This design comes from an exercise in tuning for small area and few clock cycles per item on the open sky130 flow, not from production work. Function was checked by simulation only, so behaviour that the tests miss may differ from the original.

## flow/design.v (module list and top-level ports; edited modules follow where they fit)
// module invsqrt_coef_rom: 111 lines
// module invsqrt_top: 846 lines
module invsqrt_top (
    input  logic        i_clk,
    input  logic        i_arst_n,
    input  logic        i_valid,
    output logic        o_ready,
    input  logic [31:0] i_x,
    output logic        o_valid,
    input  logic        i_ready,
    output logic [31:0] o_result,
    output logic        o_invalid_op,
    output logic        o_divide_by_zero
);
  // ...
==> flow/run.sh <==
#!/bin/bash
# synth_recipe.tcl (not shown) runs the flow's synth.tcl, then flattens the netlist and writes it again
# the make line also repeats each setting of config.mk as NAME=value (left out here)
make -C /OpenROAD-flow-scripts/flow DESIGN_CONFIG=/design/flow/config.mk WORK_HOME=/design/flow/orfs CLKGATE_MAP_FILE= SYNTH_SCRIPT=/design/flow/synth_recipe.tcl finish
==> flow/config.mk <==
export PLATFORM = sky130hd
export DESIGN_NAME = invsqrt_top
export DESIGN_NICKNAME = invsqrt_top
export VERILOG_FILES = /design/flow/design.v
export SDC_FILE = /design/flow/constraint.sdc
export NUM_CORES = 4
export LEC_CHECK = 0
export ABC_AREA = 1
export CAP_MARGIN = 25
export CORE_MARGIN = 2
export CORE_UTILIZATION = 35
export GPL_TIMING_DRIVEN = 0
export PLACE_DENSITY = 0.45
export SETUP_SLACK_MARGIN = 0.15
export SLEW_MARGIN = 25
==> flow/constraint.sdc <==
create_clock -name core_clock -period 10.5 [get_ports {i_clk}]
set_input_delay 2.1000 -clock core_clock [delete_from_list [all_inputs] [get_ports {i_clk}]]
set_output_delay 2.1000 -clock core_clock [all_outputs]
set_load 0.01 [all_outputs]
==> impl_metrics.ini, run 1 <==
[sta]
fin_setup_tns_ps = 0
holdWs_ps = 530

[synthesis]
netlist_instances = 2472
syn_area_sq_mm = 0.0180
ys_ff_latch = 77
synthTopCellsByArea = fa_1 31%, edfxtp_1 13%, inv_1 9.5%, nand2_1 9.4%, nor2_1 7.6%
synth-main-ff-cell = edfxtp_1
synth_most_common_cell = inv_1
synth.mux.area_fraction = 0
yosysWarnings = 1

[global_route]
use_met3 = 0.147
grt_use_total = 0.442
grt_pass1_wl_um = 160000
met1_usage = 0.552

[critical_path]
end_kind = flip-flop
start_kind = flip-flop
crit_buf_inv = 6
crit_cells = 33
worstPathRequired_ps = 10740
timing.rr.end = data_q[21]$_SDFFCE_PP0P_

[floorplan]
taps = 680
die-area_sq_mm = 0.0533
fp-row-count = 83

[place]
postPlaceCellArea_sq_mm = 0.0196
dp_cells = 3223
dp_hpwl_um = 94400

[status]
outcome = finished clean

[layout]
largest_class = multi-input combinational cells
syn_to_final_growth_pct = 11.7
seq_cell_count = 77
nets = 2957
nNonClkBuffers = 188
largest_reg_flops = 33
final_common_cell = inv_1
sh_seq_area = 0.114

[min_path]
min_path_cells = 2

[drt]
routedWlPerCell_um = 36.4
highest-signal-layer = met5

[clocking]
cts.sinks = 77
clkSlewWorstSetupHoldPaths_ps = 70
root_buffer = clkbuf_16
Testbench counts, summed over its fixed seeds: cycles 32,016, items 32,000.
==> run 2, diff against run 1 <==
--- a/flow/config.mk
+++ b/flow/config.mk
@@ -10,6 +10,6 @@
 export CORE_MARGIN = 2
-export CORE_UTILIZATION = 35
+export CORE_UTILIZATION = 22
 export GPL_TIMING_DRIVEN = 0
-export PLACE_DENSITY = 0.45
-export SETUP_SLACK_MARGIN = 0.15
+export PLACE_DENSITY = 0.3
+export SETUP_SLACK_MARGIN = 0.1
 export SLEW_MARGIN = 25
==> run 2 against run 1 <==
Sequential share of layout area is 0.39 points lower. Global-route usage is 12 points lower. Flip-flop and latch count stayed put. First-iteration DRC count is 39% lower. Core utilization is 14 points lower. Clock skew is 4.6 ps lower. Via count is 3.6% lower. Fmax is 0.71% higher.
==> impl_metrics.ini, run 2 <==
[global_route]
grt_max_degree = 31
grt_pass1_vias = 20000
antenna_found_initial = 10
grt.overflow.total = 0
grt_use_total = 0.320
grt_pass1_wl_um = 181000

[sta]
timing.fmax_mhz = 98.2
drv_slew = 0
setup_slack_ps = 312
finalSetupViolations = 0
rsz0062_at_grt = true
post-route-period-util = 0.970
skew_ps = 10.3
worst_pin_slew_ps = 1170
fin_crit_ps = 10190
relSlewSlack = 0.220
hold_viol_final = 0

[place]
gp_congestion = 1.00
dp_cells = 3609
io_buffer_count = 70
dp_hpwl_um = 112000
place_ws_ps = -1320

[floorplan]
die_h_um = 290
core_sq_mm = 0.0808
chipWidth_um = 290
ioPinCount = 72
fp-row-count = 104
die-area_sq_mm = 0.0842
initial_utilization = 0.223

[layout]
largest_reg_flops = 33
nets = 2967
final_common_cell = inv_1
drive_gt1_frac = 0.0756
top_regs = data_q (33), x_q (32), z_q (10)
fin_util = 0.258
syn_to_final_growth_pct = 15.7
regMostFlops = data_q
final_cells = 3647
final_cell_mix = 453 x inv_1, 441 x nand2_1, 352 x nor2_1, 275 x fa_1, 146 x o21ai_0

[drt]
drt_iter0_markers = 2170
routedWlPerCell_um = 37.4
num_vias = 19700
routed_via_density = 5.39
wl_um = 137000
drc = 0
drt_first_pass_iters = 8
antenna_left = 0

[synthesis]
synth-main-ff-cell = edfxtp_1
ys_ff_latch = 77
synth_commonest_cells = 458 x inv_1, 451 x nand2_1, 363 x nor2_1
synth_edf_count = 75
synth_top_cell_by_area = fa_1
netlist_instances = 2472
synth.avg_cell_area_sq_um = 7.29
async_flop_share = 0.0260
synthTopCellsByArea = fa_1 31%, edfxtp_1 13%, inv_1 9.5%, nand2_1 9.4%, nor2_1 7.6%
yosysWarnings = 1
syn_area_sq_mm = 0.0180
yosysSeqAreaShare = 0.128
synthDistinctLibCells = 58
synth_nets = 2863
synth_most_common_cell = inv_1
synth_top_area_share = 0.306

[clocking]
cts_buffer_depth = 2
root_buffer = clkbuf_16
insertion_delay_ps = 400
h-tree-depth = 3
cts.sinks = 77
clkSlewWorstSetupHoldPaths_ps = 70
cts_tree = done
numCtsBuffers = 9

[critical_path]
critPathMaxStageDelay_ps = 630
crit_buf_inv = 8
path_max_fanout = 12
cp_common_cell = fa_1
path_class = flip-flop to flip-flop
end_kind = flip-flop
timing.rr.end = data_q[11]$_SDFFCE_PP0P_
critPathSlowestCell = edfxtp_1
cp.arrival_ps = 10340
start_kind = flip-flop
reg2reg_from = x_q[19]$_DFFE_PP_
rrSetupSlack_ps = 310
worstPathRequired_ps = 10660
cp_top_family = adder cells
ff2ff_path_depth = 33

[min_path]
min_from = x_valid_q$_DFFE_PN0P_
min_path_cells = 2
holdPathEnd = valid_q$_DFFE_PN0P_
hold_class = flip-flop to flip-flop

[run]
maxCapViolCount = 0

[status]
outcome = finished clean
## run 2: changes by cell type in the layout (fill, tap and decap cells not counted), sizes merged
cell	delta
inv	-2
clkinv	+2
clkinvlp	-1
diode	+3
buf	+10
bufinv	+1
## run 2: repair_timing
action / 4_1_cts / 5_1_grt
hold buffers: 0 / 0
resized for setup: 32 / 32
buffers inserted: 5 / 11
pin swaps: 2 / 2
endpoints found under the setup margin: 23 / 10
## run 2: metrics by stage
stage / area, sq um / setup TNS (ps) / hold WS, ps
finish: 20800 / 0 / 533
global route: 20800 / 0 / 556
CTS: 20600 / 0 / 535
detailed placement: 20200 / -20640 / 518
global placement: 20000 / -25560 / 446
floorplan: 18000 / 0 / 435
## run 2: final cells by class
cell class / count / area (sq um)
Buffer: 105 / 502
Sequential cell: 77 / 2300
Tap cell: 1060 / 1330
Clock inverter: 6 / 72.6
Fill cell: 9122 / 60000
Antenna cell: 6 / 15.0
Timing Repair Buffer: 93 / 926
Inverter: 478 / 1810
Clock buffer: 10 / 229
Multi-Input combinational cell: 1812 / 13700
## run 2: worst max path at each step
stage,slack [ps],end,from,depth (start not counted)
3_5_place_dp,-1320,data_q[11]$_SDFFCE_PP0P_,x_q[18]$_DFFE_PP_,35
4_1_cts,110,data_q[11]$_SDFFCE_PP0P_,x_q[18]$_DFFE_PP_,35
3_3_place_gp,-1530,data_q[11]$_SDFFCE_PP0P_,x_q[18]$_DFFE_PP_,35
2_1_floorplan,2210,data_q[11]$_SDFFCE_PP0P_,x_q[18]$_DFFE_PP_,37
6_report,310,data_q[11]$_SDFFCE_PP0P_,x_q[19]$_DFFE_PP_,33
5_1_grt,50,data_q[11]$_SDFFCE_PP0P_,x_q[19]$_DFFE_PP_,37
## run 2: cells by family (layout without fill, tap and decap cells)
kind of cell	after synthesis	in the layout	synth area share
AOI/OAI and AO/OA	442	442	0.150
and+or+nand+nor	987	987	0.221
xor gates and xnor gates	27	27	0.0131
other	1	7	0.000208
adders and majority gates	355	355	0.361
DFF	77	77	0.128
buffers and inverters	583	692	0.126
## run 2: per-layer routing
layer | vias to the layer above | wire length (um) | track usage
li1 | 8084 | - | -
met1 | 10200 | 56800 | 0.407
met2 | 1050 | 60700 | 0.506
met3 | 361 | 9190 | 0.0593
met4 | 8 | 9780 | 0.192
met5 | - | 48 | 0
## run 2: worst reg2reg max path, delay by kind of cell (launching register included)
| kind | cells | cell delay (ps) |
|---|---|---|
| AO/OA/AOI/OAI | 6 | 1370 |
| adder cells (fa/ha/maj) | 10 | 4320 |
| XOR/XNOR | 1 | 150 |
| AND/OR/NAND/NOR | 8 | 1500 |
| flip-flops | 1 | 630 |
| buffers and inverters | 8 | 1990 |
==> run 3, diff against run 2 <==
==> flow/flow/run.sh (new file) <==
#!/bin/bash
# Standard layout, with one extra netlist step between synthesis and floorplan:
# flow/fixinv.py pushes inverters through full-adder cells (a full adder is
# self-dual), which removes inverters and leaves the logic, registers and ports as
# they were. Each tool's output goes to a log file in this folder.
set -euo pipefail
cp standard.sh log_standard_sh.txt
bash standard.sh synth > log_synth.txt 2>&1
R=$(dirname "$(find orfs/results -name 1_2_yosys.v | head -1)")
cp "$R/1_2_yosys.v" log_1_2_yosys_std.v.txt
python3 flow/fixinv.py "$R/1_2_yosys.v" "$R/1_2_yosys.fix.v" > log_fixinv.txt 2>&1
cp "$R/1_2_yosys.fix.v" "$R/1_2_yosys.v"
rm -f "$R/1_synth.odb"
bash standard.sh finish > log_finish.txt 2>&1
==> flow/flow/fixinv.py (new file) <==
#!/usr/bin/env python3
"""Push inverters through full adders in a flat sky130 netlist.

A full adder is self-dual: FA(~a,~b,~c) = (~sum, ~cout). Each fa cell may
therefore be fed complemented inputs, which complements its outputs. This script
chooses, per full adder, the polarity that needs the fewest inverters, then
rebuilds the inverters (one per signal that is needed complemented). Logic
function, registers and ports are unchanged.
usage: fixinv.py IN.v OUT.v
"""
import re, sys
from collections import defaultdict

OUTPINS = {'X', 'Y', 'Q', 'Q_N', 'SUM', 'COUT', 'HI', 'LO'}

def main(src, dst):
    lines = open(src).read().split('\n')
    head, insts, tail = [], [], []
    i = 0
    while i < len(lines) and not re.match(r'^\s+sky130_fd_sc_hd__\w+ \S', lines[i]):
        head.append(lines[i]); i += 1
    while i < len(lines):
        m = re.match(r'^\s+(sky130_fd_sc_hd__\w+) (.+?) \($', lines[i])
        if not m:
            break
        typ, name = m.group(1), m.group(2)
        pins = []
        i += 1
        while not re.match(r'^\s+\);$', lines[i]):
            pm = re.match(r'^\s+\.(\w+)\((.*)\),?$', lines[i])
            pins.append([pm.group(1), pm.group(2)])
            i += 1
        i += 1
        insts.append([typ, name, pins])
    tail = lines[i:]
    # ports
    ports = set()
    for l in head:
        m = re.match(r'^\s+(input|output)\s+(\[\d+:\d+\]\s+)?(\S+);', l)
        if m:
            ports.add(m.group(3))
    def isport(net):
        b = net.split('[')[0].strip()
        return b in ports
    isinv = lambda t: re.match(r'sky130_fd_sc_hd__(clk)?inv(lp)?_\d+$', t) is not None
    isfa = lambda t: re.match(r'sky130_fd_sc_hd__fa_\d+$', t) is not None
    drv = {}
    for k, (t, n, pins) in enumerate(insts):
        for p, net in pins:
            if p in OUTPINS:
                drv[net] = (k, p)
    # inverters kept as they are: those driving a port
    keep = set()
    for k, (t, n, pins) in enumerate(insts):
        if isinv(t):
            y = [net for p, net in pins if p == 'Y'][0]
            if isport(y):
                keep.add(k)
    def base(net):
        par = 0
        seen = 0
        while net in drv and isinv(insts[drv[net][0]][0]) and drv[net][0] not in keep:
            a = [x for p, x in insts[drv[net][0]][2] if p == 'A'][0]
            net = a; par ^= 1; seen += 1
            if seen > 50: break
        return net, par
    # consumers: (inst k, pin index) -> (source net, parity)
    cons = []
    for k, (t, n, pins) in enumerate(insts):
        if isinv(t) and k not in keep:
            continue
        for pi, (p, net) in enumerate(pins):
            if p in OUTPINS:
                continue
            if net.startswith("1'b") or net == '':
                continue
            s, par = base(net)
            cons.append((k, pi, s, par))
    fa_idx = [k for k, (t, n, p) in enumerate(insts) if isfa(t)]
    flip = defaultdict(int)
    srcflip = lambda s: flip[drv[s][0]] if (s in drv and isfa(insts[drv[s][0]][0])) else 0
    by_src = defaultdict(list)
    by_inst = defaultdict(list)
    for c in cons:
        by_src[c[2]].append(c)
        by_inst[c[0]].append(c)
    def req(c):
        k, pi, s, par = c
        r = par ^ srcflip(s)
        if isfa(insts[k][0]) and insts[k][2][pi][0] in ('A', 'B', 'CIN'):
            r ^= flip[k]
        return r
    def need(s):
        return any(req(c) for c in by_src[s])
    def outnets(k):
        return [net for p, net in insts[k][2] if p in ('SUM', 'COUT')]
    def affected(k):
        ss = set(c[2] for c in by_inst[k])
        ss.update(outnets(k))
        return ss
    before = sum(1 for s in by_src if need(s))
    changed = True; rounds = 0
    while changed and rounds < 50:
        changed = False; rounds += 1
        for k in fa_idx:
            A = affected(k)
            c0 = sum(1 for s in A if need(s))
            flip[k] ^= 1
            c1 = sum(1 for s in A if need(s))
            if c1 < c0:
                changed = True
            else:
                flip[k] ^= 1
    after = sum(1 for s in by_src if need(s))
    # rebuild
    invnet = {}
    newinst = []
    cnt = 0
    for s in sorted(by_src):
        if need(s):
            cnt += 1
            nn = 'fxinv_n%d' % cnt
            invnet[s] = nn
            newinst.append(['sky130_fd_sc_hd__inv_1', 'fxinv_%d' % cnt, [['A', s], ['Y', nn]]])
    for c in cons:
        k, pi, s, par = c
        insts[k][2][pi][1] = invnet[s] if req(c) else s
    out = [x for k, x in enumerate(insts) if not (isinv(x[0]) and k not in keep)]
    out += newinst
    # nets still used
    used = set()
    for t, n, pins in out:
        for p, net in pins:
            used.add(net)
    nh = []
    for l in head:
        m = re.match(r'^\s+wire\s+(\S+);$', l)
        if m and not isport(m.group(1)) and m.group(1) not in used and not m.group(1).startswith('['):
            continue
        nh.append(l)
    # insert new wire declarations before first instance
    for k in range(1, cnt + 1):
        nh.append('  wire fxinv_n%d;' % k)
    res = nh[:]
    for t, n, pins in out:
        res.append('  %s %s (' % (t, n))
        for j, (p, net) in enumerate(pins):
            res.append('    .%s(%s)%s' % (p, net, ',' if j < len(pins) - 1 else ''))
        res.append('  );')
    res += tail
    open(dst, 'w').write('\n'.join(res))
    ninv_old = sum(1 for t, n, p in insts if isinv(t))
    print('full adders %d, flipped %d, inverters %d -> %d (needed before %d, after %d, kept %d)'
          % (len(fa_idx), sum(flip[k] for k in fa_idx), ninv_old, cnt + len(keep), before, after, len(keep)))

if __name__ == '__main__':
    main(sys.argv[1], sys.argv[2])
==> flow/standard.sh (new file) <==
#!/bin/bash
# synth_recipe.tcl (not shown) runs the flow's synth.tcl, then flattens the netlist and writes it again
# the make line also repeats each setting of config.mk as NAME=value (left out here)
make -C /OpenROAD-flow-scripts/flow DESIGN_CONFIG=/design/flow/config.mk WORK_HOME=/design/flow/orfs CLKGATE_MAP_FILE= SYNTH_SCRIPT=/design/flow/synth_recipe.tcl "${@:-finish}"
--- a/flow/config.mk
+++ b/flow/config.mk
@@ -10,6 +10,6 @@
 export CORE_MARGIN = 2
-export CORE_UTILIZATION = 22
+export CORE_UTILIZATION = 35
 export GPL_TIMING_DRIVEN = 0
-export PLACE_DENSITY = 0.3
-export SETUP_SLACK_MARGIN = 0.1
+export PLACE_DENSITY = 0.45
+export SETUP_SLACK_MARGIN = 0.15
 export SLEW_MARGIN = 25
removed: flow/run.sh
==> run 3 against run 2 <==
First-iteration DRC count grew 67%. Fmax shrank 0.28%. Worst hold slack gained 13 ps. Synthesized cell count shrank 7.0%. Critical endpoint unchanged. Register-to-register slack lost 30 ps. Clock-buffer cell count shrank 1. Critical path depth shrank 2. Clock skew grew 6.6 ps. Highest routed layer unchanged. Flip-flop and latch count is the same.
==> impl_metrics.ini, run 3 <==
[floorplan]
ioPinCount = 72
core_sq_mm = 0.0490
initial_utilization = 0.355
chipWidth_um = 227
die_h_um = 227
fp-row-count = 81
die-area_sq_mm = 0.0514

[sta]
finalSetupViolations = 0
rsz0062_at_grt = false
relSlewSlack = 0.173
fin_setup_tns_ps = 0
fin_crit_ps = 10220
skew_ps = 16.9
drv_slew = 0
timing.fmax_mhz = 97.9
post-route-period-util = 0.973
hold_viol_final = 0
worst_pin_slew_ps = 1240
holdWs_ps = 546

[clocking]
clkSlewWorstSetupHoldPaths_ps = 80
insertion_delay_ps = 390
cts.sinks = 77
h-tree-depth = 3
cts_tree = done
cts_buffer_depth = 2
root_buffer = clkbuf_16
numCtsBuffers = 9

[critical_path]
worstPathRequired_ps = 10630
timing.rr.end = data_q[11]$_SDFFCE_PP0P_
rrSetupSlack_ps = 280
critPathSlowestCell = fa_1
cp_common_cell = fa_1
ff2ff_path_depth = 31
reg2reg_from = x_q[19]$_DFFE_PP_
start_kind = flip-flop
path_max_fanout = 12
critPathMaxStageDelay_ps = 570
path_class = flip-flop to flip-flop
cp.arrival_ps = 10340
end_kind = flip-flop

[drt]
num_vias = 20400
wl_um = 121000
drt_first_pass_iters = 8
antenna_left = 0
routed_via_density = 6.62
drt_iter0_markers = 3614
routedWlPerCell_um = 39.3
drc = 0

[layout]
multi_input_area_sq_mm = 0.0136
num-fill-cells = 5011
top_regs = data_q (33), x_q (32), z_q (10)
syn_to_final_growth_pct = 13.5
fin_area_sq_mm = 0.0197
regMostFlops = data_q
drive_gt1_frac = 0.0776
nets = 2797
final_cell_mix = 439 x nand2_1, 347 x nor2_1, 297 x inv_1, 275 x fa_1, 149 x o21ai_0
largest_reg_flops = 33
final_cells = 3081
final_common_cell = nand2_1
regArea_sq_mm = 0.00230

[synthesis]
syn_area_sq_mm = 0.0174
synth_nets = 2689
yosysWarnings = 1
synth.avg_cell_area_sq_um = 7.55
netlist_instances = 2298

[global_route]
grt_pass1_wl_um = 163000
grt_max_degree = 35
grt_use_total = 0.473
grt.overflow.total = 0
grt_pass1_vias = 20400
antenna_found_initial = 8

[min_path]
min_path_cells = 2
holdPathEnd = valid_q$_DFFE_PN0P_
min_from = x_valid_q$_DFFE_PN0P_
hold_class = flip-flop to flip-flop

[place]
dp_cells = 3036
io_buffer_count = 70
gp_congestion = 1.13
dp_hpwl_um = 95600
postPlaceCellArea_sq_mm = 0.0190

[status]
outcome = finished clean

[run]
maxCapViolCount = 0
==> run 3: cell types whose count changed in the layout (fill, tap and decap cells not counted), moves of 3 or more <==
cell,change
buf_4,+9
nor2_1,-5
o21ai_0,+3
buf_2,-4
nor2_2,+6
clkinv_4,-3
clkinv_1,-4
inv_2,-16
clkinvlp_4,+4
clkbuf_4,+3
inv_1,-156
==> run 3: final cells by class <==
class,instances,share of cell area
clock buffers,9,0.0114
inverters,304,0.0592
well taps,664,0.0421
clock inverters,7,0.00584
diodes,6,0.000762
plain buffers,105,0.0256
repair buffers,97,0.0465
flip-flops and latches,77,0.117
multi-input cells,1812,0.692
==> run 3: stage by stage <==
step           setup WS, ps   util
3_3_place_gp          -1630  0.386
6_report                283  0.403
3_5_place_dp           -617  0.388
5_1_grt                 141  0.402
2_1_floorplan          2130      -
4_1_cts                 159  0.397
==> run 3: timing repair <==
item,in CTS,in global routing
endpoints found under the hold margin,0,0
setup buffers,4,19
hold buffers,0,0
gates resized for setup,22,41
gates cloned,0,0
pin swaps,2,1
setup endpoints to repair,19,15
==> run 3: routing by layer <==
metal / track usage / vias up / routed length, um
met1: 0.601 / 10100 / 45700
met5: 0 / - / 27
li1: - / 7744 / -
met2: 0.635 / 2004 / 46700
met3: 0.221 / 520 / 18800
met4: 0.307 / 4 / 9780
==> run 3: worst max path at each step <==
| stage | startpoint | end | slack [ps] | cells past startpoint |
|---|---|---|---|---|
| 6_report | x_q[19]$_DFFE_PP_ | data_q[11]$_SDFFCE_PP0P_ | 280 | 31 |
| 5_1_grt | x_q[19]$_DFFE_PP_ | data_q[11]$_SDFFCE_PP0P_ | 140 | 32 |
| 4_1_cts | x_q[18]$_DFFE_PP_ | data_q[11]$_SDFFCE_PP0P_ | 160 | 32 |
| 3_5_place_dp | x_q[18]$_DFFE_PP_ | data_q[11]$_SDFFCE_PP0P_ | -620 | 33 |
| 3_3_place_gp | x_q[18]$_DFFE_PP_ | data_q[11]$_SDFFCE_PP0P_ | -1630 | 30 |
| 2_1_floorplan | x_q[18]$_DFFE_PP_ | data_q[11]$_SDFFCE_PP0P_ | 2130 | 32 |
==> run 3: worst max-delay path: cells and delay by family, from the launching register on <==
family                     cells  cell delay, ps
adders and majority gates     10            4530
xor gates and xnor gates       1             160
and+or+nand+nor                8            1500
DFF                            1             550
AOI/OAI and AO/OA              6            1310
buffers and inverters          6            1810
==> run 4, diff against run 3 <==
--- a/flow/flow/fixinv.py
+++ b/flow/flow/fixinv.py
@@ -101,14 +101,39 @@
     before = sum(1 for s in by_src if need(s))
-    changed = True; rounds = 0
-    while changed and rounds < 50:
-        changed = False; rounds += 1
-        for k in fa_idx:
-            A = affected(k)
-            c0 = sum(1 for s in A if need(s))
+    import random, math
+    rng = random.Random(12345)
+    def greedy():
+        changed = True; rounds = 0
+        while changed and rounds < 50:
+            changed = False; rounds += 1
+            for k in fa_idx:
+                A = affected(k)
+                c0 = sum(1 for s in A if need(s))
+                flip[k] ^= 1
+                c1 = sum(1 for s in A if need(s))
+                if c1 < c0:
+                    changed = True
+                else:
+                    flip[k] ^= 1
+    greedy()
+    best = sum(1 for s in by_src if need(s)); bestflip = dict(flip)
+    cur = best
+    # simulated annealing over single full-adder flips
+    T = 1.0
+    steps = 40000
+    for it in range(steps):
+        k = fa_idx[rng.randrange(len(fa_idx))]
+        A = affected(k)
+        c0 = sum(1 for s in A if need(s))
+        flip[k] ^= 1
+        c1 = sum(1 for s in A if need(s))
+        d = c1 - c0
+        if d <= 0 or rng.random() < math.exp(-d / T):
+            cur += d
+            if cur < best:
+                best = cur; bestflip = dict(flip)
+        else:
             flip[k] ^= 1
-            c1 = sum(1 for s in A if need(s))
-            if c1 < c0:
-                changed = True
-            else:
-                flip[k] ^= 1
+        T = max(0.05, 1.0 * (1 - it / steps))
+    flip.clear(); flip.update(bestflip)
+    greedy()
     after = sum(1 for s in by_src if need(s))
--- a/flow/config.mk
+++ b/flow/config.mk
@@ -10,6 +10,6 @@
 export CORE_MARGIN = 2
-export CORE_UTILIZATION = 35
+export CORE_UTILIZATION = 22
 export GPL_TIMING_DRIVEN = 0
-export PLACE_DENSITY = 0.45
-export SETUP_SLACK_MARGIN = 0.15
+export PLACE_DENSITY = 0.3
+export SETUP_SLACK_MARGIN = 0.1
 export SLEW_MARGIN = 25
==> run 4 against run 3 <==
Still clean. Clock skew increased by 22 ps. Via count is 6.5% lower. Sequential share of layout area fell by 0.39 points. Worst hold slack got worse by 7.5 ps. Cell count increased by 13%. Highest routed layer unchanged.
==> impl_metrics.ini, run 4 <==
[status]
outcome = finished clean

[layout]
largest_reg_flops = 33
final_common_cell = nand2_1
nets = 2807
final_cell_mix = 436 x nand2_1, 348 x nor2_1, 292 x inv_1, 275 x fa_1, 152 x o21ai_0
final_cells = 3482
fin_area_sq_mm = 0.0204
top_regs = data_q (33), x_q (32), z_q (10)
regMostFlops = data_q
syn_to_final_growth_pct = 17.5
num-fill-cells = 8797
drive_gt1_frac = 0.0859

[critical_path]
cp_top_family = adder cells
rrSetupSlack_ps = 320
start_kind = flip-flop
crit_start = x_q[22]$_DFFE_PP_
cp.arrival_ps = 10310
reg2reg_from = x_q[22]$_DFFE_PP_
critPathMaxStageDelay_ps = 890
worstPathRequired_ps = 10630
crit_buf_inv = 4
critPathSlowestCell = clkbuf_1
end_kind = flip-flop
cp_common_cell = fa_1
crit_path_cell_trace = inv_1 -> clkbuf_1 -> buf_1 -> clkbuf_1 -> o21ai_0 -> o21ai_0 -> fa_1 -> fa_1 -> fa_1 -> fa_1 -> fa_1 -> fa_1 -> fa_1 -> ha_1 -> a21o_1 -> nand3_1 -> nand2_1 -> a21oi_1 -> nand2_1 -> nand3_1 -> nand2_1 -> fa_1 -> xnor2_1 -> nor2_1
path_class = flip-flop to flip-flop
path_max_fanout = 10

[global_route]
grt_pass1_wl_um = 179000
grt_pass1_vias = 19400
grt.overflow.total = 0
grt_use_total = 0.331
grt_max_degree = 35
antenna_found_initial = 23

[place]
dp_cells = 3421
postPlaceCellArea_sq_mm = 0.0195
gp_congestion = 1.04
io_buffer_count = 70
dp_hpwl_um = 110000

[synthesis]
netlist_instances = 2297
synth_nets = 2688
synth.avg_cell_area_sq_um = 7.56
yosysWarnings = 1
syn_area_sq_mm = 0.0174

[floorplan]
die-area_sq_mm = 0.0812
fp-row-count = 103
chipWidth_um = 285
core_sq_mm = 0.0785
ioPinCount = 72
die_h_um = 285
initial_utilization = 0.221

[sta]
relSlewSlack = 0.223
rsz0062_at_grt = false
fin_crit_ps = 10180
worst_pin_slew_ps = 1160
fin_setup_tns_ps = 0
finalSetupViolations = 0
post-route-period-util = 0.969
holdWs_ps = 538
skew_ps = 39.3
drv_slew = 0
hold_viol_final = 0
timing.fmax_mhz = 98.3

[clocking]
cts_buffer_depth = 2
root_buffer = clkbuf_16
numCtsBuffers = 9
cts.sinks = 77
cts_tree = done
h-tree-depth = 3
clkSlewWorstSetupHoldPaths_ps = 70
insertion_delay_ps = 420

[drt]
wl_um = 135000
drt_iter0_markers = 2298
num_vias = 19100
drt_first_pass_iters = 6
routedWlPerCell_um = 38.7
routed_via_density = 5.48
antenna_left = 0
drc = 0

[run]
maxCapViolCount = 0

[min_path]
hold_class = flip-flop to flip-flop
min_from = x_valid_q$_DFFE_PN0P_
==> run 4: cell types whose count changed in the layout (fill, tap and decap cells not counted), sizes merged <==
cell / delta
inv: -4
clkinv: +1
buf: +11
bufinv: -1
clkinvlp: +3
diode: +5
==> run 4: area by class of cell <==
| cell class | count | area, sq um | share of cell area |
|---|---|---|---|
| Antenna cell | 11 | 27.5 | 0.00135 |
| Buffer | 105 | 510 | 0.0250 |
| Clock buffer | 9 | 225 | 0.0110 |
| Clock inverter | 7 | 81.3 | 0.00399 |
| Inverter | 303 | 1170 | 0.0576 |
| Multi-Input combinational cell | 1812 | 13700 | 0.672 |
| Sequential cell | 77 | 2300 | 0.113 |
| Tap cell | 1050 | 1310 | 0.0644 |
| Timing Repair Buffer | 108 | 1050 | 0.0515 |
==> run 4: layer usage <==
| metal | track usage | vias to the layer above | wire, um |
|---|---|---|---|
| met3 | 0.0898 | 215 | 14300 |
| met5 | 0 | - | 74 |
| li1 | - | 7785 | - |
| met4 | 0.128 | 12 | 6150 |
| met1 | 0.476 | 9969 | 60300 |
| met2 | 0.467 | 1087 | 54000 |
==> run 4: path summary, 6_finish.rpt <==
path / cells past startpoint / end
max: 24 / data_q[15]$_SDFFCE_PP0P_
min: 2 / valid_q$_DFFE_PN0P_
max reg2reg: 24 / data_q[15]$_SDFFCE_PP0P_
min reg2reg: 2 / valid_q$_DFFE_PN0P_
max in group asynchronous: 1 / x_valid_q$_DFFE_PN0P_
min in group asynchronous: 1 / valid_q$_DFFE_PN0P_
==> run 4: worst min-delay path, cell delays in order, from the launching register on <==
cell,delay [ps]
dfrtp_1,400
inv_1,50
nand2_1,50
==> run 4: what timing repair did <==
action / in CTS / in global routing
endpoints found under the hold margin: 0 / 0
setup buffers: 9 / 25
pin swaps: 2 / 4
hold buffers: 0 / 0
gates resized for setup: 38 / 36
endpoints found under the setup margin: 22 / 15
==> run 4: stage by stage <==
stage               worst slack [ps]   util
floorplan                       2130      -
global placement               -2050  0.247
detailed placement             -1200  0.249
CTS                              111  0.255
global route                     149  0.260
finish                           324  0.260
==> run 5, diff against run 4 <==
--- a/flow/config.mk
+++ b/flow/config.mk
@@ -8,3 +8,3 @@
 export ABC_AREA = 1
-export CAP_MARGIN = 25
+export CAP_MARGIN = 20
 export CORE_MARGIN = 2
@@ -13,3 +13,3 @@
 export PLACE_DENSITY = 0.3
-export SETUP_SLACK_MARGIN = 0.1
-export SLEW_MARGIN = 25
+export SETUP_SLACK_MARGIN = 0.05
+export SLEW_MARGIN = 20
==> run 5 against run 4 <==
Still clean on timing, DRC and antenna. First-iteration DRC count grew 13%. Critical path type unchanged. Die area unchanged. Fmax increased by 0.21%. Critical path depth unchanged.
==> impl_metrics.ini, run 5 <==
[status]
outcome = finished clean

[global_route]
grt_max_degree = 37
grt_pass1_vias = 19400
grt_use_total = 0.330
grt.overflow.total = 0
antenna_found_initial = 24
grt_pass1_wl_um = 180000

[critical_path]
critPathSlowestCell = clkbuf_1
path_max_fanout = 10
critPathMaxStageDelay_ps = 900
cp_top_family = adder cells
start_kind = flip-flop
worstPathRequired_ps = 10620
crit_buf_inv = 4
path_class = flip-flop to flip-flop
cp_common_cell = fa_1
crit_path_cell_trace = inv_1 -> clkbuf_1 -> buf_1 -> clkbuf_1 -> o21ai_0 -> o21ai_0 -> fa_1 -> fa_1 -> fa_1 -> fa_1 -> fa_1 -> fa_1 -> fa_1 -> ha_1 -> a21o_1 -> nand3_1 -> nand2_1 -> a21oi_1 -> nand2_2 -> nand2_1 -> nand2_1 -> fa_1 -> xnor2_1 -> nor2_1
cp.arrival_ps = 10270
end_kind = flip-flop

[place]
postPlaceCellArea_sq_mm = 0.0195
gp_congestion = 1.04
io_buffer_count = 70
dp_cells = 3420
dp_hpwl_um = 110000
place_ws_ps = -1210

[floorplan]
fp-row-count = 103
core_sq_mm = 0.0785
die_h_um = 285
die-area_sq_mm = 0.0812
chipWidth_um = 285
initial_utilization = 0.221
ioPinCount = 72

[drt]
routed_via_density = 5.56
wl_um = 135000
drt_iter0_markers = 2599
num_vias = 19400
antenna_left = 0
drc = 0
drt_first_pass_iters = 5
routedWlPerCell_um = 38.7

[layout]
top_regs = data_q (33), x_q (32), z_q (10)
largest_reg_flops = 33
regArea_sq_mm = 0.00230
num-fill-cells = 8683
nets = 2812
final_common_cell = nand2_1
syn_to_final_growth_pct = 17.6
final_cell_mix = 435 x nand2_1, 350 x nor2_1, 292 x inv_1, 275 x fa_1, 152 x o21ai_0
fin_area_sq_mm = 0.0204
drive_gt1_frac = 0.0862
regMostFlops = data_q
final_cells = 3486
multi_input_area_sq_mm = 0.0137

[sta]
finalSetupViolations = 0
relSlewSlack = 0.149
rsz0062_at_grt = false
worst_pin_slew_ps = 1270
fin_crit_ps = 10150
skew_ps = 24.6
post-route-period-util = 0.967
setup_slack_ps = 346
timing.fmax_mhz = 98.5
hold_viol_final = 0
holdWs_ps = 534
drv_slew = 0

[clocking]
cts_buffer_depth = 2
cts.sinks = 77
root_buffer = clkbuf_16
cts_hold_buf = 0
clkSlewWorstSetupHoldPaths_ps = 70
insertion_delay_ps = 390
h-tree-depth = 3
numCtsBuffers = 9
cts_tree = done

[synthesis]
synth.avg_cell_area_sq_um = 7.56
netlist_instances = 2297
yosysWarnings = 1
syn_area_sq_mm = 0.0174
synth_nets = 2688

[min_path]
hold_class = flip-flop to flip-flop

[run]
maxCapViolCount = 0
## run 5: path summary, 6_finish.rpt
| check | from | endpoint | slack [ps] | cells past startpoint |
|---|---|---|---|---|
| min in group asynchronous | i_arst_n | valid_q$_DFFE_PN0P_ | 1890 | 1 |
| max in group asynchronous | i_arst_n | x_valid_q$_DFFE_PN0P_ | 8490 | 1 |
| setup / recovery | x_q[22]$_DFFE_PP_ | data_q[17]$_SDFFCE_PP0P_ | 350 | 24 |
| hold reg to reg | x_valid_q$_DFFE_PN0P_ | valid_q$_DFFE_PN0P_ | 530 | 2 |
| hold / removal | x_valid_q$_DFFE_PN0P_ | valid_q$_DFFE_PN0P_ | 530 | 2 |
| setup reg to reg | x_q[22]$_DFFE_PP_ | data_q[17]$_SDFFCE_PP0P_ | 350 | 24 |
## run 5: through the flow
stage	utilization	setup TNS, ps
6_report	0.260	0
5_1_grt	0.260	0
4_1_cts	0.254	0
3_5_place_dp	0.248	-18590
3_3_place_gp	0.247	-37290
2_1_floorplan	-	0
## run 5: worst reg2reg max path: stages, from the launching register on
cell and delay [ps]:
edfxtp_1 390, inv_1 350, clkbuf_1 900, buf_1 830, clkbuf_1 810, o21ai_0 510, o21ai_0 790, fa_1 360
fa_1 460, fa_1 550, fa_1 480, fa_1 520, fa_1 510, fa_1 450, ha_1 380, a21o_1 230
nand3_1 70, nand2_1 80, a21oi_1 160, nand2_2 170, nand2_1 100, nand2_1 100, fa_1 450, xnor2_1 160
nor2_1 90
## run 5: area by class of cell
| type | count | share of cell area |
|---|---|---|
| Buffer | 105 | 0.0249 |
| Inverter | 303 | 0.0575 |
| Clock inverter | 7 | 0.00313 |
| Clock buffer | 9 | 0.0110 |
| Antenna cell | 10 | 0.00123 |
| Tap cell | 1050 | 0.0644 |
| Sequential cell | 77 | 0.113 |
| Multi-Input combinational cell | 1812 | 0.671 |
| Timing Repair Buffer | 113 | 0.0544 |
## run 5: timing repair
action                     in CTS  in global routing
hold endpoints to repair        0                  0
pin swaps                       2                  5
resized for setup              36                 41
setup endpoints to repair      23                 15
buffers inserted                8                 31
## run 5: metal layers
metal  global-route usage  vias up  part of all wire
li1                     -     7786                 -
met4                0.116       10             0.041
met5                    0        -           0.00049
met3               0.0873      225              0.10
met1                0.477    10100              0.45
met2                0.471     1252              0.40
==> run 6, diff against run 5 <==
--- a/flow/flow/run.sh
+++ b/flow/flow/run.sh
@@ -4,3 +4,4 @@
 # self-dual), which removes inverters and leaves the logic, registers and ports as
-# they were. Each tool's output goes to a log file in this folder.
+# they were. Every port gets its own buffer, as in the standard flow, but the
+# buffer is a buf_1 cell. Each tool's output goes to a log file in this folder.
 set -euo pipefail
@@ -13,2 +14,2 @@
 rm -f "$R/1_synth.odb"
-bash standard.sh finish > log_finish.txt 2>&1
+bash standard.sh finish "BUFFER_PORTS_ARGS=-buffer_cell sky130_fd_sc_hd__buf_1" > log_finish.txt 2>&1
--- a/flow/config.mk
+++ b/flow/config.mk
@@ -8,8 +8,8 @@
 export ABC_AREA = 1
-export CAP_MARGIN = 20
+export CAP_MARGIN = 25
 export CORE_MARGIN = 2
-export CORE_UTILIZATION = 22
+export CORE_UTILIZATION = 35
 export GPL_TIMING_DRIVEN = 0
-export PLACE_DENSITY = 0.3
-export SETUP_SLACK_MARGIN = 0.05
-export SLEW_MARGIN = 20
+export PLACE_DENSITY = 0.45
+export SETUP_SLACK_MARGIN = 0.15
+export SLEW_MARGIN = 25
==> run 6 against run 5 <==
Still clean. Cell area shrank 5.4%. Cell count shrank 12%. Non-clock buffer count shrank 15. Critical endpoint is now data_q[11]$_SDFFCE_PP0P_. Highest routed layer unchanged.
==> impl_metrics.ini, run 6 <==
[floorplan]
core_sq_mm = 0.0490
fp-row-count = 81
die_h_um = 227
die-area_sq_mm = 0.0514
chipWidth_um = 227
initial_utilization = 0.355
ioPinCount = 72

[critical_path]
start_kind = flip-flop
critPathMaxStageDelay_ps = 570
worstPathRequired_ps = 10640
ff2ff_path_depth = 32
cp_common_cell = fa_1
end_kind = flip-flop
reg2reg_from = x_q[18]$_DFFE_PP_
path_class = flip-flop to flip-flop
cp.arrival_ps = 10390
path_max_fanout = 16
critPathSlowestCell = fa_1
crit_start = x_q[18]$_DFFE_PP_

[global_route]
antenna_found_initial = 10
grt_use_total = 0.472
grt_max_degree = 35
grt.overflow.total = 0
grt_pass1_wl_um = 162000
grt_pass1_vias = 20100

[layout]
regArea_sq_mm = 0.00230
nets = 2797
num-fill-cells = 5105
syn_to_final_growth_pct = 11.3
final_cell_mix = 435 x nand2_1, 349 x nor2_1, 294 x inv_1, 275 x fa_1, 150 x o21ai_0
final_cells = 3081
multi_input_area_sq_mm = 0.0137
largest_reg_flops = 33
final_common_cell = nand2_1
top_regs = data_q (33), x_q (32), z_q (10)
drive_gt1_frac = 0.0792
regMostFlops = data_q

[drt]
num_vias = 20200
met2_length_um = 47300
antenna_left = 0
wl_um = 120000
wl_met3_um = 18700
drt_iter0_markers = 3600
drc = 0
routedWlPerCell_um = 39.1
met1Wirelength_um = 45500
routed_via_density = 6.57
highest-signal-layer = met5
drt_first_pass_iters = 8

[synthesis]
synth_nets = 2688
synth.avg_cell_area_sq_um = 7.56
netlist_instances = 2297
syn_area_sq_mm = 0.0174
yosysWarnings = 1

[clocking]
cts_tree = done
insertion_delay_ps = 400
clkSlewWorstSetupHoldPaths_ps = 70
h-tree-depth = 3
cts_buffer_depth = 2
numCtsBuffers = 9
cts.sinks = 77
root_buffer = clkbuf_16
cts_hold_buf = 0

[sta]
relSlewSlack = 0.162
worst_pin_slew_ps = 1260
holdWs_ps = 542
drv_slew = 0
skew_ps = 23.3
timing.fmax_mhz = 97.6
fin_crit_ps = 10250
setup_slack_ps = 253
finalSetupViolations = 0
hold_viol_final = 0
post-route-period-util = 0.976
rsz0062_at_grt = false

[place]
place_ws_ps = -798
dp_hpwl_um = 95100
gp_congestion = 1.15
dp_cells = 3034
io_buffer_count = 70

[run]
maxCapViolCount = 0

[min_path]
hold_class = flip-flop to flip-flop
min_path_cells = 2
min_from = x_valid_q$_DFFE_PN0P_

[status]
outcome = finished clean
==> run 6: changes by cell type in the layout (fill, tap and decap cells not counted), sizes merged <==
cell / change
bufinv: +1
clkinvlp: -2
clkbuf: -1
diode: -4
clkinv: +2
clkdlybuf4s50: -70
inv: -1
buf: +56
==> run 6: path summary, 6_finish.rpt <==
path / to / slack (ps)
setup / recovery: data_q[11]$_SDFFCE_PP0P_ / 250
hold / removal: valid_q$_DFFE_PN0P_ / 540
setup reg to reg: data_q[11]$_SDFFCE_PP0P_ / 250
hold reg to reg: valid_q$_DFFE_PN0P_ / 540
max in group asynchronous: valid_q$_DFFE_PN0P_ / 8890
min in group asynchronous: x_valid_q$_DFFE_PN0P_ / 1480
==> run 6: critical path, delay by kind of cell, from the launching register on <==
kind / cells / cell delay, ps
adders and majority gates: 10 / 4530
and+or+nand+nor: 7 / 1220
DFF: 1 / 520
xor gates and xnor gates: 1 / 160
AOI/OAI and AO/OA: 7 / 1790
buffers and inverters: 7 / 1710
==> run 6: area by class of cell <==
class	count	area share
Sequential cell	77	0.119
Multi-Input combinational cell	1812	0.709
Clock inverter	7	0.00473
Inverter	303	0.0606
Buffer	105	0.0257
Timing Repair Buffer	98	0.0251
Antenna cell	6	0.000777
Clock buffer	9	0.0117
Tap cell	664	0.0430
==> run 6: per-stage QoR <==
step            util  setup TNS [ps]  instance area [sq um]
6_report       0.395               0                  19300
5_1_grt        0.394               0                  19300
4_1_cts        0.388               0                  19000
3_5_place_dp   0.378           -7980                  18500
3_3_place_gp   0.377          -20350                  18500
2_1_floorplan      -               0                  17400
==> run 6: metal layers <==
layer	track usage	up-vias
met5	0	-
met4	0.289	6
met3	0.223	474
met2	0.644	1889
met1	0.597	10100
li1	-	7739
==> run 6: what timing repair did <==
| action | 4_1_cts | 5_1_grt |
|---|---|---|
| pin swaps | 1 | 0 |
| setup endpoints to repair | 19 | 15 |
| buffers inserted | 11 | 14 |
| gates resized for setup | 26 | 49 |
==> run 7, diff against run 6 <==
--- a/flow/flow/run.sh
+++ b/flow/flow/run.sh
@@ -2,3 +2,4 @@
 # Standard layout, with one extra netlist step between synthesis and floorplan:
-# flow/fixinv.py pushes inverters through full-adder cells (a full adder is
+# flow/fixinv.py drops the buffers synthesis left in (placement re-buffers the nets
+# that need it) and pushes inverters through full-adder cells (a full adder is
 # self-dual), which removes inverters and leaves the logic, registers and ports as
--- a/flow/flow/fixinv.py
+++ b/flow/flow/fixinv.py
@@ -46,2 +46,29 @@
     isfa = lambda t: re.match(r'sky130_fd_sc_hd__fa_\d+$', t) is not None
+    # optional: drop the buffers synthesis left in (not those driving a port);
+    # the placer's repair re-buffers the nets that need it
+    import os
+    nbuf = 0
+    if os.environ.get('FIXINV_NOBUF', '1') == '1':
+        isbuf = lambda t: re.match(r'sky130_fd_sc_hd__(clk)?buf_\d+$', t) is not None
+        alias = {}
+        keepi = []
+        for t, n, pins in insts:
+            if isbuf(t):
+                a = [x for p, x in pins if p == 'A'][0]
+                y = [x for p, x in pins if p == 'X'][0]
+                if not isport(y):
+                    alias[y] = a
+                    nbuf += 1
+                    continue
+            keepi.append([t, n, pins])
+        def res(x):
+            seen = 0
+            while x in alias and seen < 100:
+                x = alias[x]; seen += 1
+            return x
+        for t, n, pins in keepi:
+            for pp in pins:
+                if pp[0] not in OUTPINS:
+                    pp[1] = res(pp[1])
+        insts[:] = keepi
     drv = {}
@@ -177,4 +204,4 @@
     ninv_old = sum(1 for t, n, p in insts if isinv(t))
-    print('full adders %d, flipped %d, inverters %d -> %d (needed before %d, after %d, kept %d)'
-          % (len(fa_idx), sum(flip[k] for k in fa_idx), ninv_old, cnt + len(keep), before, after, len(keep)))
+    print('buffers removed %d; full adders %d, flipped %d, inverters %d -> %d (needed before %d, after %d, kept %d)'
+          % (nbuf, len(fa_idx), sum(flip[k] for k in fa_idx), ninv_old, cnt + len(keep), before, after, len(keep)))
 
--- a/flow/config.mk
+++ b/flow/config.mk
@@ -13,3 +13,3 @@
 export PLACE_DENSITY = 0.45
-export SETUP_SLACK_MARGIN = 0.15
+export SETUP_SLACK_MARGIN = 0.2
 export SLEW_MARGIN = 25
==> run 7 against run 6 <==
Still clean. Wire length down 21%. Via count down 9.5%. Register-to-register slack better by 50 ps. Critical endpoint unchanged.
==> impl_metrics.ini, run 7 <==
[status]
outcome = finished clean

[critical_path]
critPathSlowestCell = ha_2
ff2ff_path_depth = 29
worstPathRequired_ps = 10630
timing.rr.end = data_q[11]$_SDFFCE_PP0P_
cp_common_cell = fa_1
path_max_fanout = 17
reg2reg_from = x_q[18]$_DFFE_PP_
critPathMaxStageDelay_ps = 680
start_kind = flip-flop
endpoint = data_q[11]$_SDFFCE_PP0P_
crit_start = x_q[18]$_DFFE_PP_
cp.arrival_ps = 10320
rrSetupSlack_ps = 300
end_kind = flip-flop
path_class = flip-flop to flip-flop

[sta]
post-route-period-util = 0.971
rsz0062_at_grt = false
hold_viol_final = 0
fin_setup_tns_ps = 0
drv_slew = 0
relSlewSlack = 0.228
skew_ps = 13.0
fin_crit_ps = 10200
timing.fmax_mhz = 98.0
finalSetupViolations = 0
worst_pin_slew_ps = 1150

[floorplan]
chipWidth_um = 224
ioPinCount = 72
initial_utilization = 0.354
die_h_um = 224
fp-row-count = 80
core_sq_mm = 0.0476
die-area_sq_mm = 0.0500

[synthesis]
synth_nets = 2584
netlist_instances = 2193
syn_area_sq_mm = 0.0169
yosysWarnings = 1
synth.avg_cell_area_sq_um = 7.70

[drt]
wl_um = 95700
num_vias = 18300
drc = 0
routed_via_density = 6.23
drt_iter0_markers = 2693
antenna_left = 0
drt_first_pass_iters = 6
routedWlPerCell_um = 32.5

[clocking]
cts.sinks = 77
h-tree-depth = 3
cts_buffer_depth = 2
insertion_delay_ps = 370
root_buffer = clkbuf_16
cts_hold_buf = 0
numCtsBuffers = 9
clkSlewWorstSetupHoldPaths_ps = 70
cts_tree = done

[global_route]
grt_pass1_vias = 18200
grt_use_total = 0.385
grt_pass1_wl_um = 135000
grt_max_degree = 64
antenna_found_initial = 6
grt.overflow.total = 0

[layout]
fin_util = 0.399
top_regs = data_q (33), x_q (32), z_q (10)
regMostFlops = data_q
nets = 2709
drive_gt1_frac = 0.0482
final_cell_mix = 448 x nand2_1, 356 x nor2_1, 295 x inv_1, 275 x fa_1, 155 x o21ai_0
largest_reg_flops = 33
final_common_cell = nand2_1
syn_to_final_growth_pct = 12.5

[place]
gp_congestion = 1.04
dp_hpwl_um = 77500
io_buffer_count = 70

[run]
maxCapViolCount = 0

[min_path]
hold_class = flip-flop to flip-flop
run 7: cell type report:
| type | count | area (sq um) |
|---|---|---|
| antenna | 3 | 7.51 |
| buffer | 1 | 7.51 |
| clock buffer | 9 | 225 |
| clock inverter | 7 | 80.1 |
| fill | 5075 | 28700 |
| inverter | 303 | 1160 |
| multi-input combinational | 1812 | 13500 |
| sequential | 77 | 2300 |
| tap | 615 | 769 |
| timing repair buffer | 113 | 912 |
| timing repair inverter | 1 | 5.00 |
run 7: how the worst min path moves through the flow:
stage                                endpoint             startpoint  slack (ps)  cells after the start
after global placement    valid_q$_DFFE_PN0P_  x_valid_q$_DFFE_PN0P_         450                      2
after floorplan           valid_q$_DFFE_PN0P_  x_valid_q$_DFFE_PN0P_         440                      2
after global routing      valid_q$_DFFE_PN0P_  x_valid_q$_DFFE_PN0P_         580                      2
after detailed placement  valid_q$_DFFE_PN0P_  x_valid_q$_DFFE_PN0P_         510                      2
after CTS                 valid_q$_DFFE_PN0P_  x_valid_q$_DFFE_PN0P_         530                      2
final                     valid_q$_DFFE_PN0P_  x_valid_q$_DFFE_PN0P_         530                      2
run 7: per-layer routing:
metal  up-vias  global-route usage  part of all wire
li1       7558                   -                 -
met1      9169               0.543              0.41
met2      1369               0.533              0.40
met3       223               0.136              0.14
met4         2               0.158             0.048
met5         -                   0           0.00026
run 7: timing repair:
action	4_1_cts	5_1_grt
setup buffers	3	4
setup endpoints to repair	19	13
pin swaps	1	1
gates cloned	1	0
gates resized for setup	2	12
run 7: critical path: cells and delay by family (launching register included):
family / cells / cell delay [ps]
AO/OA/AOI/OAI: 6 / 1720
XOR/XNOR: 1 / 140
adder cells (fa/ha/maj): 10 / 4790
buffers and inverters: 5 / 1690
flip-flops: 1 / 530
AND/OR/NAND/NOR: 7 / 970
run 7: stage by stage:
stage / hold slack, ps / std cells / setup slack, ps / cell area (sq um)
after floorplan: 435 / 2193 / 226 / 16900
after global placement: 446 / 2878 / -5190 / 17900
after detailed placement: 508 / 2913 / -537 / 18600
after CTS: 528 / 2933 / 384 / 18900
after global routing: 582 / 2938 / 212 / 19000
final: 528 / 2941 / 301 / 19000
==> run 8, diff against run 7 <==
--- a/flow/config.mk
+++ b/flow/config.mk
@@ -11,2 +11,4 @@
 export CORE_UTILIZATION = 35
+export CTS_CLUSTER_DIAMETER = 150
+export CTS_CLUSTER_SIZE = 40
 export GPL_TIMING_DRIVEN = 0
==> run 8 against run 7 <==
Wire length unchanged. Clock-buffer cell count is the same. Clock skew is the same. Die area stayed put. Highest routed layer unchanged.
==> impl_metrics.ini, run 8 <==
[drt]
wl_um = 95700
drt_first_pass_iters = 6
routed_via_density = 6.23
drc = 0
antenna_left = 0
num_vias = 18300
drt_iter0_markers = 2693
routedWlPerCell_um = 32.5

[clocking]
numCtsBuffers = 9
cts_buffer_depth = 2
h-tree-depth = 3
cts_tree = done
insertion_delay_ps = 370
clkSlewWorstSetupHoldPaths_ps = 70
cts.sinks = 77
root_buffer = clkbuf_16
cts_hold_buf = 0

[critical_path]
crit_start = x_q[18]$_DFFE_PP_
timing.rr.end = data_q[11]$_SDFFCE_PP0P_
reg2reg_from = x_q[18]$_DFFE_PP_
rrSetupSlack_ps = 300
ff2ff_path_depth = 29
cp.arrival_ps = 10320
end_kind = flip-flop
path_max_fanout = 17
critPathMaxStageDelay_ps = 680
start_kind = flip-flop
cp_common_cell = fa_1
path_class = flip-flop to flip-flop
endpoint = data_q[11]$_SDFFCE_PP0P_
critPathSlowestCell = ha_2
worstPathRequired_ps = 10630

[floorplan]
die_h_um = 224
core_sq_mm = 0.0476
chipWidth_um = 224
initial_utilization = 0.354
fp-row-count = 80
ioPinCount = 72
die-area_sq_mm = 0.0500

[global_route]
grt_pass1_vias = 18200
grt_max_degree = 64
grt_pass1_wl_um = 135000
antenna_found_initial = 6
grt_use_total = 0.385
grt.overflow.total = 0

[sta]
post-route-period-util = 0.971
skew_ps = 13.0
drv_slew = 0
rsz0062_at_grt = false
worst_pin_slew_ps = 1150
hold_viol_final = 0
finalSetupViolations = 0
timing.fmax_mhz = 98.0
fin_setup_tns_ps = 0
fin_crit_ps = 10200
relSlewSlack = 0.228

[layout]
final_cell_mix = 448 x nand2_1, 356 x nor2_1, 295 x inv_1, 275 x fa_1, 155 x o21ai_0
regArea_sq_mm = 0.00230
drive_gt1_frac = 0.0482
multi_input_area_sq_mm = 0.0135
top_regs = data_q (33), x_q (32), z_q (10)
final_common_cell = nand2_1
nets = 2709
num-fill-cells = 5075
syn_to_final_growth_pct = 12.5
regMostFlops = data_q
largest_reg_flops = 33
fin_area_sq_mm = 0.0190

[place]
postPlaceCellArea_sq_mm = 0.0186
io_buffer_count = 70
gp_congestion = 1.04
dp_hpwl_um = 77500

[synthesis]
synth_nets = 2584
yosysWarnings = 1
netlist_instances = 2193
synth.avg_cell_area_sq_um = 7.70
syn_area_sq_mm = 0.0169

[min_path]
min_from = x_valid_q$_DFFE_PN0P_
hold_class = flip-flop to flip-flop

[run]
maxCapViolCount = 0

[status]
outcome = finished clean
## run 8: cell counts in the layout (fill, tap and decap cells not counted)
Identical to the previous run, type by type.
## run 8: worst min path at each step
stage | to | slack (ps) | cells after the start
2_1_floorplan | valid_q$_DFFE_PN0P_ | 440 | 2
3_3_place_gp | valid_q$_DFFE_PN0P_ | 450 | 2
3_5_place_dp | valid_q$_DFFE_PN0P_ | 510 | 2
4_1_cts | valid_q$_DFFE_PN0P_ | 530 | 2
5_1_grt | valid_q$_DFFE_PN0P_ | 580 | 2
6_report | valid_q$_DFFE_PN0P_ | 530 | 2
## run 8: final cells by class
type                       instances  share of cell area
antenna                            3            0.000395
clock buffer                       9              0.0119
tap                              615              0.0405
multi-input combinational       1812               0.712
buffer                             1            0.000395
timing repair buffer             113              0.0480
sequential                        77               0.121
inverter                         303              0.0611
timing repair inverter             1            0.000264
clock inverter                     7             0.00422
## run 8: repair_timing
item	in CTS	in global routing
pin swaps	1	1
resized for setup	2	12
setup buffers	3	4
cloned	1	0
setup endpoints to repair	19	13
endpoints found under the hold margin	0	0
## run 8: worst max-delay path: cells and delay by family (launching register included)
family                   cells  cell delay, ps
AO/OA/AOI/OAI                6            1720
XOR/XNOR                     1             140
adder cells (fa/ha/maj)     10            4790
buffers and inverters        5            1690
flip-flops                   1             530
AND/OR/NAND/NOR              7             970
## run 8: through the flow
step	hold slack [ps]	setup WS, ps	instances	utilization
after floorplan	435	226	2193	-
after global placement	446	-5190	2878	0.376
after detailed placement	508	-537	2913	0.390
after CTS	528	384	2933	0.397
after global routing	582	212	2938	0.398
final	528	301	2941	0.399
## run 8: routing by layer
layer,track usage,share of wire,vias to the layer above
met5,0,0.00026,-
met4,0.158,0.048,2
met3,0.136,0.14,223
met2,0.533,0.40,1369
met1,0.543,0.41,9169
li1,-,-,7558
==> run 9, diff against run 8 <==
--- a/flow/config.mk
+++ b/flow/config.mk
@@ -10,7 +10,5 @@
 export CORE_MARGIN = 2
-export CORE_UTILIZATION = 35
-export CTS_CLUSTER_DIAMETER = 150
-export CTS_CLUSTER_SIZE = 40
+export CORE_UTILIZATION = 45
 export GPL_TIMING_DRIVEN = 0
-export PLACE_DENSITY = 0.45
+export PLACE_DENSITY = 0.55
 export SETUP_SLACK_MARGIN = 0.2
==> run 9 against run 8 <==
Register-to-register slack gained 90 ps. Fmax grew 0.90%. Worst hold slack gained 8.7 ps. Synthesized area is the same. Global-route usage grew 11 points. Clock-buffer cell count is the same. Sequential share of layout area grew 0.12 points. Worst setup slack gained 91 ps. Critical path depth grew 1. Largest cell class unchanged.
==> impl_metrics.ini, run 9 <==
[place]
postPlaceCellArea_sq_mm = 0.0182
dp_hpwl_um = 73600
io_buffer_count = 70
gp_congestion = 1.13

[layout]
drive_gt1_frac = 0.0503
regMostFlops = data_q
fin_util = 0.511
fin_area_sq_mm = 0.0188
nets = 2712
num-fill-cells = 3456
final_cell_mix = 447 x nand2_1, 355 x nor2_1, 292 x inv_1, 275 x fa_1, 156 x o21ai_0
top_regs = data_q (33), x_q (32), z_q (10)
final_common_cell = nand2_1
largest_reg_flops = 33
syn_to_final_growth_pct = 11.4
regArea_sq_mm = 0.00230
multi_input_area_sq_mm = 0.0135

[floorplan]
fp-row-count = 70
ioPinCount = 72
die_h_um = 198
chipWidth_um = 198
initial_utilization = 0.459
die-area_sq_mm = 0.0391
core_sq_mm = 0.0368

[critical_path]
start_kind = flip-flop
worstPathRequired_ps = 10620
cp_common_cell = fa_1
cp.arrival_ps = 10230
rrSetupSlack_ps = 390
ff2ff_path_depth = 30
timing.rr.end = data_q[11]$_SDFFCE_PP0P_
crit_buf_inv = 3
critPathSlowestCell = nor2_1
critPathMaxStageDelay_ps = 570
path_class = flip-flop to flip-flop
reg2reg_from = x_q[17]$_DFFE_PP_
end_kind = flip-flop
cp_top_family = adder cells
path_max_fanout = 9

[drt]
routed_via_density = 6.90
routedWlPerCell_um = 33.6
drt_iter0_markers = 3540
drc = 0
antenna_left = 0
drt_first_pass_iters = 10
wl_um = 94100
num_vias = 19300

[clocking]
insertion_delay_ps = 380
numCtsBuffers = 9
root_buffer = clkbuf_16
clkSlewWorstSetupHoldPaths_ps = 70
cts_tree = done
h-tree-depth = 3
cts_buffer_depth = 2
cts.sinks = 77

[global_route]
grt.overflow.total = 0
antenna_found_initial = 5
grt_use_total = 0.492
grt_max_degree = 60
grt_pass1_vias = 19400
grt_pass1_wl_um = 134000

[synthesis]
yosysWarnings = 1
synth_nets = 2584
synth.avg_cell_area_sq_um = 7.70
syn_area_sq_mm = 0.0169
netlist_instances = 2193

[sta]
hold_viol_final = 0
worst_pin_slew_ps = 1120
relSlewSlack = 0.249
rsz0062_at_grt = false
skew_ps = 16.4
post-route-period-util = 0.963
finalSetupViolations = 0
drv_slew = 0
fin_crit_ps = 10110
timing.fmax_mhz = 98.9

[run]
maxCapViolCount = 0

[status]
outcome = finished clean

[min_path]
holdPathEnd = valid_q$_DFFE_PN0P_
min_from = x_valid_q$_DFFE_PN0P_
min_path_cells = 2
hold_class = flip-flop to flip-flop
-- run 9: per-layer routing --
layer,track usage,vias up,part of all wire
li1,-,7573,-
met1,0.628,9226,0.36
met2,0.678,1932,0.39
met3,0.220,555,0.16
met4,0.301,8,0.080
met5,0,-,0.0011
-- run 9: cell type report --
cell class / instances / area share
Multi-Input combinational cell: 1812 / 0.719
Clock inverter: 7 / 0.00473
Timing Repair Buffer: 116 / 0.0467
Clock buffer: 9 / 0.0120
Buffer: 1 / 0.000399
Tap cell: 468 / 0.0312
Antenna cell: 4 / 0.000533
Inverter: 303 / 0.0624
Timing Repair inverter: 1 / 0.000266
Sequential cell: 77 / 0.122
-- run 9: timing repair --
action,4_1_cts,5_1_grt
resized for setup,1,17
endpoints found under the setup margin,14,15
pin swaps,0,2
setup buffers,4,14
hold buffers,0,0
endpoints found under the hold margin,0,0
gates cloned,1,0
-- run 9: how the worst max path moves through the flow --
stage | slack, ps | cells past startpoint | startpoint | end
after floorplan | 230 | 26 | x_q[21]$_DFFE_PP_ | data_q[11]$_SDFFCE_PP0P_
after global placement | -4690 | 26 | x_q[21]$_DFFE_PP_ | data_q[11]$_SDFFCE_PP0P_
after global routing | 230 | 30 | x_q[19]$_DFFE_PP_ | data_q[11]$_SDFFCE_PP0P_
after CTS | 250 | 29 | x_q[18]$_DFFE_PP_ | data_q[11]$_SDFFCE_PP0P_
after detailed placement | -260 | 30 | x_q[17]$_DFFE_PP_ | data_q[11]$_SDFFCE_PP0P_
final | 390 | 30 | x_q[17]$_DFFE_PP_ | data_q[11]$_SDFFCE_PP0P_
-- run 9: tightest hold or removal path, delay by kind of cell (launching register included) --
kind	cells	cell delay (ps)
DFF	1	400
buffers and inverters	1	50
and+or+nand+nor	1	60
-- run 9: per-stage QoR --
stage                     cells  TNS (ps)  worst slack [ps]  hold WS (ps)
after floorplan            2193         0               226           435
after global placement     2731    -97980             -4690           447
after detailed placement   2758      -543              -256           522
after CTS                  2779         0               253           530
after global routing       2794         0               232           585
final                      2798         0               392           537

[port drivers added, routing unchanged]
The results above use ideal ports. As a check the final layouts listed here were re-extracted and re-timed, cells and wires unchanged.
Step 1: set_driving_cell puts a clkbuf_16 on i_clk and a buf_2 on each other input, an assumption about the parent block.
Step 2 also shifts input and output timing later by t, the mid clock arrival at the registers, as if the neighbouring blocks saw the same clock.
Slacks: ideal / step 1 / step 2; pairs: ideal / step 1.
run	t, ns	slack for setup (ns)	worst setup path at the end	clock arrival spread, ns
run 1	0.449	0.240 / 0.240 / 0.240	register to register	0.015 / 0.015
run 2	0.460	0.312 / 0.312 / 0.312	register to register	0.011 / 0.011
run 3	0.438	0.283 / 0.283 / 0.283	register to register	0.017 / 0.018
run 4	0.461	0.324 / 0.324 / 0.324	register to register	0.041 / 0.041
run 5	0.439	0.346 / 0.346 / 0.346	register to register	0.025 / 0.024
run 6	0.449	0.253 / 0.253 / 0.253	register to register	0.023 / 0.023
run 7	0.415	0.301 / 0.301 / 0.301	register to register	0.013 / 0.013
run 8	0.415	0.301 / 0.301 / 0.301	register to register	0.013 / 0.013
run 9	0.422	0.392 / 0.392 / 0.392	register to register	0.017 / 0.017
After both steps every run listed still meets setup and hold.
